What follows belongs to an exercise in optimizing a design on an open flow for small area, a short achievable clock period and few clock cycles per item; a production flow would make more cautious choices.
The RTL was checked by simulation tests, not by an equivalence proof against the original design.

[run.sh]
#!/bin/bash
# synth_recipe.tcl (not shown) runs the flow's synth.tcl, then flattens the netlist and writes it again
# the make line also repeats each setting of config.mk as NAME=value (left out here)
make -C /OpenROAD-flow-scripts/flow DESIGN_CONFIG=/design/flow/config.mk WORK_HOME=/design/flow/orfs CLKGATE_MAP_FILE= SYNTH_SCRIPT=/design/flow/synth_recipe.tcl finish
[config.mk]
export PLATFORM = sky130hd
export DESIGN_NAME = idct_top
export DESIGN_NICKNAME = idct_top
export VERILOG_FILES = /design/flow/design.v
export SDC_FILE = /design/flow/constraint.sdc
export NUM_CORES = 4
export LEC_CHECK = 0
export CAP_MARGIN = 20
export CORE_MARGIN = 2
export CORE_UTILIZATION = 40
export PLACE_DENSITY = 0.6
export SLEW_MARGIN = 20
export SYNTH_MEMORY_MAX_BITS = 8192
[constraint.sdc]
create_clock -name core_clock -period 10.0 [get_ports {Clock}]
set_input_delay 2.0000 -clock core_clock [delete_from_list [all_inputs] [get_ports {Clock}]]
set_output_delay 2.0000 -clock core_clock [all_outputs]
set_load 0.01 [all_outputs]
[design.v]
package idct_pkg;
	localparam int BLOCK_SIZE = 8;
	function automatic logic [2:0] cmag(input logic [2:0] k, input logic [1:0] n);
		case ({k, n})
			5'd0, 5'd1, 5'd2, 5'd3: cmag = 3'd0;
			5'd4: cmag = 3'd1;
			5'd5: cmag = 3'd2;
			5'd6: cmag = 3'd3;
			5'd7: cmag = 3'd4;
			5'd8: cmag = 3'd5;
			5'd9: cmag = 3'd6;
			5'd10: cmag = 3'd6;
			5'd11: cmag = 3'd5;
			5'd12: cmag = 3'd2;
			5'd13: cmag = 3'd4;
			5'd14: cmag = 3'd1;
			5'd15: cmag = 3'd3;
			5'd16, 5'd17, 5'd18, 5'd19: cmag = 3'd0;
			5'd20: cmag = 3'd3;
			5'd21: cmag = 3'd1;
			5'd22: cmag = 3'd4;
			5'd23: cmag = 3'd2;
			5'd24: cmag = 3'd6;
			5'd25: cmag = 3'd5;
			5'd26: cmag = 3'd5;
			5'd27: cmag = 3'd6;
			5'd28: cmag = 3'd4;
			5'd29: cmag = 3'd3;
			5'd30: cmag = 3'd2;
			default: cmag = 3'd1;
		endcase
	endfunction
	function automatic logic cneg(input logic [2:0] k, input logic [1:0] n);
		case ({k, n})
			5'd10, 5'd11: cneg = 1'b1;
			5'd13, 5'd14, 5'd15: cneg = 1'b1;
			5'd17, 5'd18: cneg = 1'b1;
			5'd21: cneg = 1'b1;
			5'd25, 5'd27: cneg = 1'b1;
			5'd29, 5'd31: cneg = 1'b1;
			default: cneg = 1'b0;
		endcase
	endfunction
endpackage
`timescale 1ns/100ps
module idct_addsub #(
	parameter int W = 32
) (
	input logic [W-1:0] a,
	input logic [W-1:0] b,
	input logic sub,
	output logic [W-1:0] y
);
logic [W:0] t;
assign t = {a, 1'b1} + {b ^ {W{sub}}, sub};
assign y = t[W:1];
endmodule
`timescale 1ns/100ps
module idct_mcm #(
	parameter int IW = 16,
	parameter int OW = 28
) (
	input logic signed [IW-1:0] x_in,
	output logic [6:0][OW-1:0] p
);
logic signed [OW-1:0] x;
logic signed [OW-1:0] x3, x5, x9, x11, x25, x45, x29, x21;
assign x = OW'(x_in);
assign x3 = x + (x <<< 1);
assign x5 = x + (x <<< 2);
assign x9 = x + (x <<< 3);
assign x11 = (x <<< 3) + x3;
assign x25 = (x5 <<< 2) + x5;
assign x45 = (x9 <<< 2) + x9;
assign x29 = (x <<< 5) - x3;
assign x21 = (x <<< 4) + x5;
assign p[0] = x <<< 11;
assign p[1] = (x11 <<< 8) + x25;
assign p[2] = ((x <<< 8) + x45) <<< 3;
assign p[3] = (x3 <<< 9) + (x <<< 6) + x9;
assign p[4] = (x5 <<< 7) - (x5 <<< 4) + x5;
assign p[5] = ((x5 <<< 7) + x29) <<< 2;
assign p[6] = ((x <<< 8) + x21) <<< 2;
endmodule
`timescale 1ns/100ps
module idct_top #(
	parameter int ROW_PITCH = 320
) (
	input logic Clock,
	input logic Resetn,
	input logic start,
	input logic [17:0] in_base,
	input logic [17:0] out_base,
	input logic [15:0] sram_read_data,
	output logic [17:0] sram_address,
	output logic [15:0] sram_write_data,
	output logic sram_we_n,
	output logic busy,
	output logic finish
);
localparam logic [17:0] PIX_PITCH = 18'(ROW_PITCH / 2);
logic start_d;
logic [6:0] cnt;           
logic [17:0] out_base_r;
always_ff @(posedge Clock or negedge Resetn) begin
	if (!Resetn) begin
		start_d <= 1'b0;
		busy <= 1'b0;
		finish <= 1'b0;
		cnt <= '0;
	end else begin
		start_d <= start;
		finish <= 1'b0;
		if (!busy) begin
			if (start && !start_d) begin
				busy <= 1'b1;
				cnt <= 7'd1;
			end
		end else begin
			cnt <= cnt + 7'd1;
			if (cnt == 7'd106) begin
				busy <= 1'b0;
				finish <= 1'b1;
			end
		end
	end
end
logic acc_v;       
logic hold_ld;     
logic drain_v;     
logic t_v;         
logic ring_v;      
logic wr_tap;      
logic [2:0] n1;    
logic [2:0] n2;    
logic [2:0] dr_c;  
logic [2:0] t_k, t_c;
logic [2:0] rg_k;
logic [4:0] wm;    
always_ff @(posedge Clock) begin
	n1 <= 3'(cnt - 7'd3);
	n2 <= n1;
	dr_c <= 3'(cnt - 7'd13);
	t_c <= dr_c;
	t_k <= 3'((cnt - 7'd14) >> 3);
	rg_k <= t_k;
	wm <= 5'(cnt - 7'd73);
end
always_ff @(posedge Clock or negedge Resetn) begin
	if (!Resetn) begin
		acc_v <= 1'b0;
		hold_ld <= 1'b0;
		drain_v <= 1'b0;
		t_v <= 1'b0;
		ring_v <= 1'b0;
		wr_tap <= 1'b0;
	end else begin
		acc_v <= busy && cnt >= 7'd4 && cnt <= 7'd67;
		hold_ld <= busy && cnt >= 7'd12 && cnt <= 7'd68 && cnt[2:0] == 3'd4;
		drain_v <= busy && cnt >= 7'd13 && cnt <= 7'd76;
		t_v <= drain_v;
		ring_v <= t_v;
		wr_tap <= busy && cnt >= 7'd73 && cnt <= 7'd104;
	end
end
logic [17:0] addr_delta;
logic rd_phase;
logic wr_phase;
assign rd_phase = busy && cnt <= 7'd63;
assign wr_phase = busy && cnt >= 7'd75 && cnt <= 7'd105;
always_comb begin
	if (rd_phase) begin
		addr_delta = (cnt[2:0] == 3'd0) ? 18'(ROW_PITCH - 7) : 18'd1;
	end else if (cnt[0] == 1'b1) begin
		addr_delta = PIX_PITCH;
	end else if (cnt[2:1] == 2'b01) begin
		addr_delta = PIX_PITCH - 18'd3;
	end else begin
		addr_delta = 18'd1 - PIX_PITCH;
	end
end
always_ff @(posedge Clock or negedge Resetn) begin
	if (!Resetn) begin
		sram_address <= '0;
		sram_we_n <= 1'b1;
		out_base_r <= '0;
	end else begin
		sram_we_n <= 1'b1;
		if (!busy) begin
			if (start && !start_d) begin
				sram_address <= in_base;
				out_base_r <= out_base;
			end
		end else begin
			if (cnt == 7'd74) begin
				sram_address <= out_base_r;
			end else if (rd_phase || wr_phase) begin
				sram_address <= sram_address + addr_delta;
			end
			if (cnt >= 7'd74 && cnt <= 7'd105) begin
				sram_we_n <= 1'b0;
			end
		end
	end
end
logic signed [15:0] s_reg;
logic [6:0][27:0] mp1;
logic [3:0][27:0] p1;
logic [3:0] p1_neg;
logic [3:0][29:0] ev;
logic [3:0][29:0] od;
logic [3:0][29:0] ev_h;
logic [3:0][29:0] od_h;
always_ff @(posedge Clock) begin
	s_reg <= sram_read_data;
end
idct_mcm #(.IW(16), .OW(28)) mcm1 (.x_in(s_reg), .p(mp1));
always_ff @(posedge Clock) begin
	for (int c = 0; c < 4; c++) begin
		p1[c] <= mp1[idct_pkg::cmag(n1, 2'(c))];
		p1_neg[c] <= idct_pkg::cneg(n1, 2'(c));
	end
end
for (genvar c = 0; c < 4; c++) begin : g_row
	logic [29:0] acc_in;
	logic [29:0] acc_out;
	logic first;
	assign first = (n2 == 3'd0) || (n2 == 3'd1);
	assign acc_in = first ? 30'd0 : (n2[0] ? od[c] : ev[c]);
	idct_addsub #(.W(30)) as_row (.a(acc_in), .b(30'($signed(p1[c]))), .sub(p1_neg[c]), .y(acc_out));
	always_ff @(posedge Clock) begin
		if (acc_v) begin
			if (n2[0]) begin
				od[c] <= acc_out;
			end else begin
				ev[c] <= acc_out;
			end
		end
		if (hold_ld) begin
			ev_h[c] <= ev[c];
			od_h[c] <= od[c];
		end
	end
end
logic [1:0] dr_i;
logic [30:0] dr_sum;
logic signed [22:0] t_reg;
assign dr_i = dr_c[2] ? ~dr_c[1:0] : dr_c[1:0];
idct_addsub #(.W(31)) as_drain (
	.a(31'($signed(ev_h[dr_i]))),
	.b(31'($signed(od_h[dr_i]))),
	.sub(dr_c[2]),
	.y(dr_sum)
);
always_ff @(posedge Clock) begin
	t_reg <= dr_sum[30:8];
end
logic [6:0][31:0] mp2;
logic [3:0][31:0] p2;
logic [3:0] p2_neg;
idct_mcm #(.IW(23), .OW(32)) mcm2 (.x_in(t_reg), .p(mp2));
always_ff @(posedge Clock) begin
	for (int r = 0; r < 4; r++) begin
		p2[r] <= mp2[idct_pkg::cmag(t_k, 2'(r))];
		p2_neg[r] <= idct_pkg::cneg(t_k, 2'(r));
	end
end
logic [7:0][3:0][31:0] re;
logic [7:0][3:0][31:0] ro;
for (genvar r = 0; r < 4; r++) begin : g_col
	logic [31:0] acc_in;
	logic [31:0] acc_out;
	logic first;
	assign first = (rg_k == 3'd0);
	assign acc_in = first ? 32'd0 : (rg_k[0] ? ro[7][r] : re[7][r]);
	idct_addsub #(.W(32)) as_col (.a(acc_in), .b(p2[r]), .sub(p2_neg[r]), .y(acc_out));
	always_ff @(posedge Clock) begin
		for (int i = 1; i < 8; i++) begin
			re[i][r] <= re[i-1][r];
			ro[i][r] <= ro[i-1][r];
		end
		if (ring_v && !rg_k[0]) begin
			re[0][r] <= acc_out;
		end else begin
			re[0][r] <= re[7][r];
		end
		if (ring_v && rg_k[0]) begin
			ro[0][r] <= acc_out;
		end else if (ring_v && first) begin
			ro[0][r] <= 32'd0;
		end else begin
			ro[0][r] <= ro[7][r];
		end
	end
end
logic [2:0] wr_r;
logic [1:0] wr_i;
logic [31:0] ev_e, ev_o, od_e, od_o;
logic [31:0] q_e, q_o;
assign wr_r = {wm[4:3], wm[0]};
assign wr_i = wr_r[2] ? ~wr_r[1:0] : wr_r[1:0];
assign ev_e = wm[0] ? re[2][wr_i] : re[1][wr_i];
assign od_e = wm[0] ? ro[2][wr_i] : ro[1][wr_i];
assign ev_o = wm[0] ? re[1][wr_i] : re[0][wr_i];
assign od_o = wm[0] ? ro[1][wr_i] : ro[0][wr_i];
idct_addsub #(.W(32)) as_qe (.a(ev_e), .b(od_e), .sub(wr_r[2]), .y(q_e));
idct_addsub #(.W(32)) as_qo (.a(ev_o), .b(od_o), .sub(wr_r[2]), .y(q_o));
function automatic logic [7:0] clip(input logic [31:0] q);
	if (q[31]) begin
		clip = 8'h00;
	end else if (|q[30:24]) begin
		clip = 8'hff;
	end else begin
		clip = q[23:16];
	end
endfunction
always_ff @(posedge Clock) begin
	if (wr_tap) begin
		sram_write_data <= {clip(q_e), clip(q_o)};
	end
end
endmodule
==> notes.md <==
Worst Setup End Kind: flop
Final setup viols: 0
Layout area overhead: 12.6%
Post-synth EDFFs: 496
GP Congestion: 0.995
Fmax achieved: 120 MHz
max cap viols: 0
DIE AREA: 336000 µm²
status: no timing/DRC/antenna violations
core area: 330000 µm²
initial antenna violation count: 9
Clk Tree Root Cell: clkbuf_16
Boundary Pins: 92
Mapped Avg Cell Area: 10.2 µm²
CP arrival: 9.13 ns
period utilisation layout: 0.830
DRC viols: 0
total track usage: 0.228
ranking of synthesized cells by area: dfxtp_1, edfxtp_1, ha_1
most frequent cells in the layout: dfxtp_1, nand2_1, nor2_1
drt first-iter violations: 8309
Post-DP HPWL: 292000 µm
Clock Skew: 0.0984 ns
post-synthesis sequential area ratio: 0.477
Post-Synthesis Cells: 12960
CTS H-tree depth: 5
count of final hold-check violations: 0
clk buf depth: 4
Chip Height: 580 µm
layout cells sized above 1: 0.0782
placed cell area: 139000 µm²
cts hold-fix bufs: 0
pin count of the biggest net entering global routing: 150
Filler Cells Inserted: 30942
area of the multi-input gates: 65500 µm²
CTS sink cnt: 2898
grt ovf: 0
number of setup buffers added after CTS: 0
Hold Slack: 0.269 ns
post-synthesis cell type count: 96
Top FF cell, synth: dfxtp_1
WL per Instance: 22.5 µm
Via Count: 97630
ys async rst share: 0.0183
Synth top area share: 0.355
routed wire length: 397000 µm
setup TNS: 0 ns
Syn Std Cell Area: 133000 µm²
Nets: 14110
dominant cell type by area after synthesis: dfxtp_1
startpoint types: flop
critical path's largest stage delay: 0.75 ns
global-route wire length before repair: 592000 µm
post-route minimum period: 8.30 ns
PortBufs: 91
register bit count reported by yosys: 2898
Design Area, Final: 149000 µm²
Synth Warn #: 1
total CTS buffers: 299
max-slew violation count: 0
critical path's most frequent cell: a21oi_1
WP data required: 10.83 ns
Setup Crit Path Kind: reg2reg
HP Class: reg2reg
Core Rows: 211
CTS tree: done
Initial Utilization: 0.402
DRT Pass-1 Iters: 8
die width: 580 µm
Worst-path clk slew: 0.06 ns
Slew headroom: 0.128
commonest non-fill, non-tap cell in the layout: dfxtp_1
post-CTS sizing: 0
unrepaired setup endpoints after global routing: no
vias in the first global route: 93914
Top Registers: re (1024), ro (1024), p2 (128)
worst-path fanout max: 16
Critical-path top delay cell: a2111oi_0
Clock Latency Late Sink: 0.96 ns
Worst Max-Slew Pin Slew: 1.30 ns
Reg area: 63300 µm²
net count after synthesis: 14051
routed vias/inst: 5.54
Routed Antenna Nets: 0
## routing by layer
| metal | wire (µm) | global-route usage | vias up | part of all wire |
|---|---|---|---|---|
| li1 | - | - | 46608 | - |
| met1 | 176000 | 0.308 | 47178 | 0.44 |
| met2 | 182000 | 0.372 | 3147 | 0.46 |
| met3 | 23100 | 0.0280 | 693 | 0.058 |
| met4 | 15700 | 0.0880 | 4 | 0.040 |
| met5 | 27 | 0 | - | 0.000068 |
## Yosys cell counts (40+ instances only)
master    number
nand2b_1     153
nand2_1     1048
mux2i_1      198
a211oi_1     116
inv_1        526
mux2_2        50
o211ai_1     211
or3_1         52
mux4_2       147
nand3_1      229
buf_1         75
dfrtp_1       52
nor2b_1       89
o21a_1       113
dfxtp_1     2349
a221oi_1      59
o221ai_1      40
fa_1         155
a21boi_0      40
ha_1         881
edfxtp_1     496
xnor2_1      584
nor2_1       984
a31oi_1      167
nor3_1       183
a311o_1       65
a21o_1       244
xor2_1       436
and2_1        41
a22o_1       135
o21bai_1     134
o21ai_0      832
o31ai_1       51
and3_1        72
o22ai_1       91
a21oi_1      872
clkbuf_1     461
## cell families after synthesis
group | count (synthesis) | synth area share
compound gates | 3517 | 0.172
xor+xnor | 1022 | 0.0677
fa+ha+maj | 1043 | 0.107
buf+inv | 1074 | 0.0304
flops | 2898 | 0.477
mux | 395 | 0.0442
simple gates | 3011 | 0.101
## worst paths after layout
check	startpoint	endpoint	slack [ns]	cells after the start
min	re[610]	re[738]	0.27	0
max in group asynchronous	Resetn	hold_ld	8.20	2
max reg2reg	t_reg[1]	p2[61]	1.70	32
max	t_reg[1]	p2[61]	1.70	32
min in group asynchronous	Resetn	sram_address[3]	1.21	2
min reg2reg	re[610]	re[738]	0.27	0
## per-stage QoR
| step | std cells | utilization | setup slack [ns] |
|---|---|---|---|
| after CTS | 17625 | 0.452 | 1.77 |
| after detailed placement | 17084 | 0.421 | 1.84 |
| after floorplan | 12960 | - | 2.54 |
| after global routing | 17626 | 0.452 | 0.929 |
| final | 17634 | 0.452 | 1.70 |
| after global placement | 17083 | 0.421 | 1.79 |
## worst max-delay path, delay by kind of cell (launching register included)
| family | cells | cell delay, ns |
|---|---|---|
| simple gates | 4 | 0.63 |
| xor+xnor | 2 | 0.42 |
| compound gates | 19 | 4.60 |
| flops | 1 | 0.54 |
| buf+inv | 3 | 0.61 |
| fa+ha+maj | 4 | 1.43 |
## cell type report
cell class,count,area share
Tap cell,4366,0.0366
Clock inverter,150,0.0139
Sequential cell,2898,0.424
Timing Repair Buffer,297,0.0172
Inverter,535,0.0136
Clock buffer,391,0.0557
Multi-Input combinational cell,8988,0.439
Antenna cell,9,0.000151
Testbench counts, summed over its fixed seeds: cycles 6,856, blocks 64.

port drivers added, routing unchanged:
No port has a modelled driver above. Below, the same layout with a new extraction and two added sets of constraints. Step 1 sets driving cells, clkbuf_16 on the clock port and buf_2 on the other inputs (assumed; they add their load-dependent delay and slew). Step 2 times the ports against the registers' clock, not the clock port: input delays grow and output delays shrink by t, the midpoint of the rising clock arrivals with the driver on. a / b / c = ideal / step 1 / step 2; a / b = the first two.
t (ns): 1.003
slack for setup (ns): 1.697 / 1.697 / 1.697
hold WS [ns]: 0.269 / 0.269 / 0.269
worst data-port slew with drivers (ns): 0.11
After both steps this run still meets setup and hold. For this run, drivers alone change the setup slack by 0.000 ns; drivers and shift together by 0.000 ns.
